Background: an optimization exercise with open tools, aiming at small area and a short achievable clock period. Do not read the settings as production practice.
In this exercise RTL edits were held to simulation tests only and were not proved equivalent to the original.
Power and IR drop assume default switching activity.

== cedar ==
==> flow/design.v (excerpt) <==
module fused_mult_top (
	input  logic                     clk,
	input  logic                     reset,
	input  fused_mult_pkg::operand_t a,
	input  fused_mult_pkg::operand_t b,
	input  logic                     a_sign,
	input  logic                     b_sign,
	input  fused_mult_pkg::mode_t    mode,
	output fused_mult_pkg::result_t  result
);
	logic [53:0] as_w, bs_w, a_d, b_d;
	wire wide = (mode == 2'd0);
	assign as_w[8:0] = wide ? a[8:0] : a[8:0];
	assign bs_w[8:0] = wide ? b[8:0] : b[8:0];
	assign as_w[17:9] = wide ? a[17:9] : a[17:9];
	assign bs_w[17:9] = wide ? b[17:9] : b[17:9];
	assign as_w[26:18] = wide ? a[26:18] : a[26:18];
	assign bs_w[26:18] = wide ? b[8:0] : b[26:18];
	assign as_w[35:27] = wide ? a[17:9] : a[35:27];
	assign bs_w[35:27] = wide ? b[8:0] : b[35:27];
	assign as_w[44:36] = wide ? a[8:0] : a[44:36];
	assign bs_w[44:36] = wide ? b[17:9] : b[44:36];
	assign as_w[53:45] = wide ? a[26:18] : a[53:45];
	assign bs_w[53:45] = wide ? b[17:9] : b[53:45];
	always_comb begin
		for (int k = 0; k < 6; k++) begin
			case (mode)
				2'd2: begin
					a_d[9*k +: 9] = {1'b0, as_w[9*k +: 8]};
					b_d[9*k +: 9] = {1'b0, bs_w[9*k +: 4], bs_w[9*k+4 +: 4]};
				end
				2'd3: begin
					a_d[9*k +: 9] = {1'b0, as_w[9*k +: 8]};
					b_d[9*k +: 9] = {1'b0, bs_w[9*k +: 2], bs_w[9*k+2 +: 2], bs_w[9*k+4 +: 2], bs_w[9*k+6 +: 2]};
				end
				default: begin
					a_d[9*k +: 9] = as_w[9*k +: 9];
					b_d[9*k +: 9] = bs_w[9*k +: 9];
				end
			endcase
		end
	end
	wire [3:0] ctl_d = {mode, a_sign, b_sign};
	wire cd0 = (ctl_d == 4'd0) | (ctl_d == 4'd1) | (ctl_d == 4'd2) | (ctl_d == 4'd3) | (ctl_d == 4'd4) | (ctl_d == 4'd5) | (ctl_d == 4'd6) | (ctl_d == 4'd7);
	wire cd1 = (ctl_d == 4'd0) | (ctl_d == 4'd1) | (ctl_d == 4'd2) | (ctl_d == 4'd3) | (ctl_d == 4'd4) | (ctl_d == 4'd5) | (ctl_d == 4'd6) | (ctl_d == 4'd7) | (ctl_d == 4'd8) | (ctl_d == 4'd9) | (ctl_d == 4'd10) | (ctl_d == 4'd11);
	wire cd2 = (ctl_d == 4'd9) | (ctl_d == 4'd11) | (ctl_d == 4'd13) | (ctl_d == 4'd15);
	wire cd3 = (ctl_d == 4'd5) | (ctl_d == 4'd7);
  ...
Size in the first run: roughly 2600 cells after synthesis, roughly 160 I/O pins.
==> flow/config.mk <==
export PLATFORM = sky130hd
export DESIGN_NAME = fused_mult_top
export DESIGN_NICKNAME = fused_mult_top
export VERILOG_FILES = /design/flow/design.v
export SDC_FILE = /design/flow/constraint.sdc
export NUM_CORES = 4
export LEC_CHECK = 0
export CAP_MARGIN = 20
export CORE_MARGIN = 2
export CORE_UTILIZATION = 40
export PLACE_DENSITY = 0.6
export SETUP_SLACK_MARGIN = 5
export SLEW_MARGIN = 20
export SYNTH_HIERARCHICAL = 1
export SYNTH_MINIMUM_KEEP_SIZE = 0
==> flow/constraint.sdc <==
create_clock -name core_clock -period 11.0 [get_ports {clk}]
set_input_delay 2.2000 -clock core_clock [delete_from_list [all_inputs] [get_ports {clk}]]
set_output_delay 2.2000 -clock core_clock [all_outputs]
set_load 0.01 [all_outputs]
run.sh (not shown) runs the stock make flow with config.mk's settings and CLKGATE_MAP_FILE= SYNTH_SCRIPT=/design/flow/synth_recipe.tcl, a recipe that flattens the netlist after the stock synthesis.
Setup changes, cedar to birch
- setting CTS_BUF_LIST to sky130_fd_sc_hd__clkbuf_4 sky130_fd_sc_hd__clkbuf_8 for the first time
==> flow/flow/run.sh (new file) <==
#!/bin/bash
# The standard layout (the standard.sh, unchanged synthesis and steps),
# with plain buf_2 cells as the port buffers instead of the resizer's
# default pick (a clock delay buffer).
export BUFFER_PORTS_ARGS="-buffer_cell sky130_fd_sc_hd__buf_2"
bash standard.sh > standard.log 2>&1
==> flow/standard.sh (new file) <==
#!/bin/bash
# synth_recipe.tcl (not shown) runs the flow's synth.tcl, then flattens the netlist and writes it again
# the make line also repeats each setting of config.mk as NAME=value (left out here)
make -C /OpenROAD-flow-scripts/flow DESIGN_CONFIG=/design/flow/config.mk WORK_HOME=/design/flow/orfs CLKGATE_MAP_FILE= SYNTH_SCRIPT=/design/flow/synth_recipe.tcl "${@:-finish}"
removed: flow/run.sh
## What came out
birch vs cedar: area of the multi-input gates down in birch. Summary: final instance area, birch better than cedar. Final clock period utilization by the worst path: birch > cedar. [compare] base=cedar new=birch: combinational share of power went down; clock power dropped about 7%. Of the two values seen for highest metal layer with signal wires, met5 was produced by birch and met4 by cedar.


fused_mult_top, a different RTL version from the one above (not shown whole).
For scale: about 2700 cells after synthesis, ~240 flip-flops, roughly 160 I/O pins.
Settings: LEC_CHECK=0, CAP_MARGIN=20, CORE_MARGIN=2, CORE_UTILIZATION=40, CTS_CLUSTER_DIAMETER=100, CTS_CLUSTER_SIZE=30, PLACE_DENSITY=0.6, SETUP_SLACK_MARGIN=5, SLEW_MARGIN=20, SYNTH_HIERARCHICAL=1, SYNTH_MINIMUM_KEEP_SIZE=0; clock period 11.0 ns.
standard.sh (not shown) runs the stock make flow with config.mk's settings and CLKGATE_MAP_FILE= SYNTH_SCRIPT=/design/flow/synth_recipe.tcl, a recipe that flattens the netlist after the stock synthesis.
==> flow/flow/run.sh <==
#!/bin/bash
# The standard layout (the standard.sh, unchanged synthesis and steps),
# with plain buf_1 cells as the port buffers instead of the resizer's
# default pick (a clock delay buffer).
export BUFFER_PORTS_ARGS="-buffer_cell sky130_fd_sc_hd__buf_1"
bash standard.sh > standard.log 2>&1
The baseline went through all stages and came out clean.
Next try:
Settings changed: CORE_UTILIZATION 40 to 60, PLACE_DENSITY 0.6 to 0.75.
The new run ran to the end with no violations.
Power went up by 4.0%.
Cell area climbs by 0.33%.
Wire length falls by 3.4%.
Worst setup slack gets worse by 0.011 ns.
Non-clock buffer count rose by 14.
Maximum frequency barely changes.


## red
fused_mult_top again, from the RTL that the note above started with.
// fused_mult_top
module fused_mult_top (
	input  logic                     clk,
	input  logic                     reset,
	input  fused_mult_pkg::operand_t a,
	input  fused_mult_pkg::operand_t b,
	input  logic                     a_sign,
	input  logic                     b_sign,
	input  fused_mult_pkg::mode_t    mode,
	output fused_mult_pkg::result_t  result
);
Settings: LEC_CHECK=0, CAP_MARGIN=20, CORE_MARGIN=2, CORE_UTILIZATION=65, CTS_CLUSTER_DIAMETER=100, CTS_CLUSTER_SIZE=30, PLACE_DENSITY=0.8, SETUP_SLACK_MARGIN=5, SLEW_MARGIN=20, SYNTH_HIERARCHICAL=1, SYNTH_MINIMUM_KEEP_SIZE=0; clock period 11.0 ns.
Scripts as last shown in full above: flow/flow/run.sh
Relative to red, the following input files were edited for blue:
Settings: changing SLEW_MARGIN from 20 to 5; changing CORE_UTILIZATION from 65 to 40; changing PLACE_DENSITY from 0.8 to 0.6; changing CAP_MARGIN from 20 to 5.
## What came out
Every stage of the flow completed for blue, and the final layout passed the timing, DRC and antenna checks.
In blue the worst slack on hold paths turned out 0.0030 ns lower than in red.
Of the two candidates, red has the worse clock power and blue the better one.
Utilization red -> blue: down
blue ended up with a lower clock insertion delay at the later pin of the skew report than red did.
Against red, length of routed met3 wiring in blue fell by more than 10%.
Compared with red, in blue area of all placed cells without fillers grew by 0.32%; met2 usage shrank by 22 points.
Changes observed in blue relative to red: number of global-route vias before repair about even, wire length of the first global-routing pass rose about 8%, die area rose about 60%, number of remaining DRC errors about even.
--- input diff blue..green ---
Settings: setting GPL_TIMING_DRIVEN to 1 for the first time; changing SLEW_MARGIN from 5 to 20; changing CAP_MARGIN from 5 to 20.
### Flow results
On first-iteration DRC count, green tracks blue almost exactly. | synthesized flop and latch total | green vs blue | ≈ equal |. As far as data required time at the worst endpoint is concerned, green and blue perform about the same. Diff green..blue | flip-flop and latch count | unchanged. Comparing blue with green, the clock network power came out essentially unchanged. Re post-route cell area: no difference whatsoever between blue and green. Comparing blue against green, there is no change at all in number of cells on the critical path. Re via count: no difference whatsoever between blue and green. Combinational power across blue and green: no real change. Total setup buffers inserted after CTS came out exactly the same in blue and green. Between blue and green, the difference in number of nets in the layout is negligible.


Another version of the RTL of fused_mult_top (not shown whole).
Size: about 2700 cells after synthesis, about 270 flip-flops, about 160 I/O pins, ~28000 µm² of cells after synthesis.
clock: 11.0 ns
lec_check: 0
cap_margin: 20
core_margin: 2
core_utilization: 40
place_density: 0.6
setup_slack_margin: 5
slew_margin: 20
synth_hierarchical: 1
synth_minimum_keep_size: 0
==> flow/flow/run.sh <==
#!/bin/bash
# The standard layout (the standard.sh, unchanged synthesis and steps),
# with plain buf_2 cells as the port buffers instead of the resizer's
# default pick (a clock delay buffer).
export BUFFER_PORTS_ARGS="-buffer_cell sky130_fd_sc_hd__buf_2"
bash standard.sh > standard.log 2>&1
The starting point passed the timing, DRC and antenna checks.
Then changed:
Settings changed: CTS_CLUSTER_DIAMETER set to 100, CTS_CLUSTER_SIZE set to 30.
Outcome: First-iteration DRC count falls by about 7%. Via count stays flat. Wire length came out higher by 0.49%.

[what the ideal ports hide]
The results above use ideal ports. As a check the final layouts listed here were re-extracted and re-timed, cells and wires unchanged. Step 1, drivers: a clkbuf_16 drives clk and a buf_2 each remaining input, both assumed. Step 2 times the ports against the registers' clock, not the clock port: input delays grow and output delays shrink by t, the midpoint of the rising clock arrivals with the driver on. a / b / c = no drivers / after step 1 / after step 2; a / b = the first two.
run	t (ns)	setup WS [ns]	slew at the worst register clock pin (ns)	worst data-port slew with drivers (ns)
cedar	0.639	4.750 / 4.686 / 5.010	0.07 / 0.07	0.06
birch	0.736	4.696 / 4.633 / 5.061	0.07 / 0.07	0.07
the first run of note 2	0.567	4.916 / 4.916 / 4.916	0.11 / 0.11	0.07
the second run of note 2	0.593	4.905 / 4.905 / 4.905	0.12 / 0.12	0.07
red	0.589	4.873 / 4.873 / 4.873	0.11 / 0.11	0.07
blue	0.567	4.916 / 4.916 / 4.916	0.11 / 0.11	0.07
green	0.567	4.916 / 4.916 / 4.916	0.11 / 0.11	0.07
the first run of note 4	0.639	5.046 / 4.985 / 5.053	0.07 / 0.07	0.10
the second run of note 4	0.601	5.032 / 4.972 / 5.071	0.11 / 0.11	0.10
After both steps every run listed still meets setup and hold.
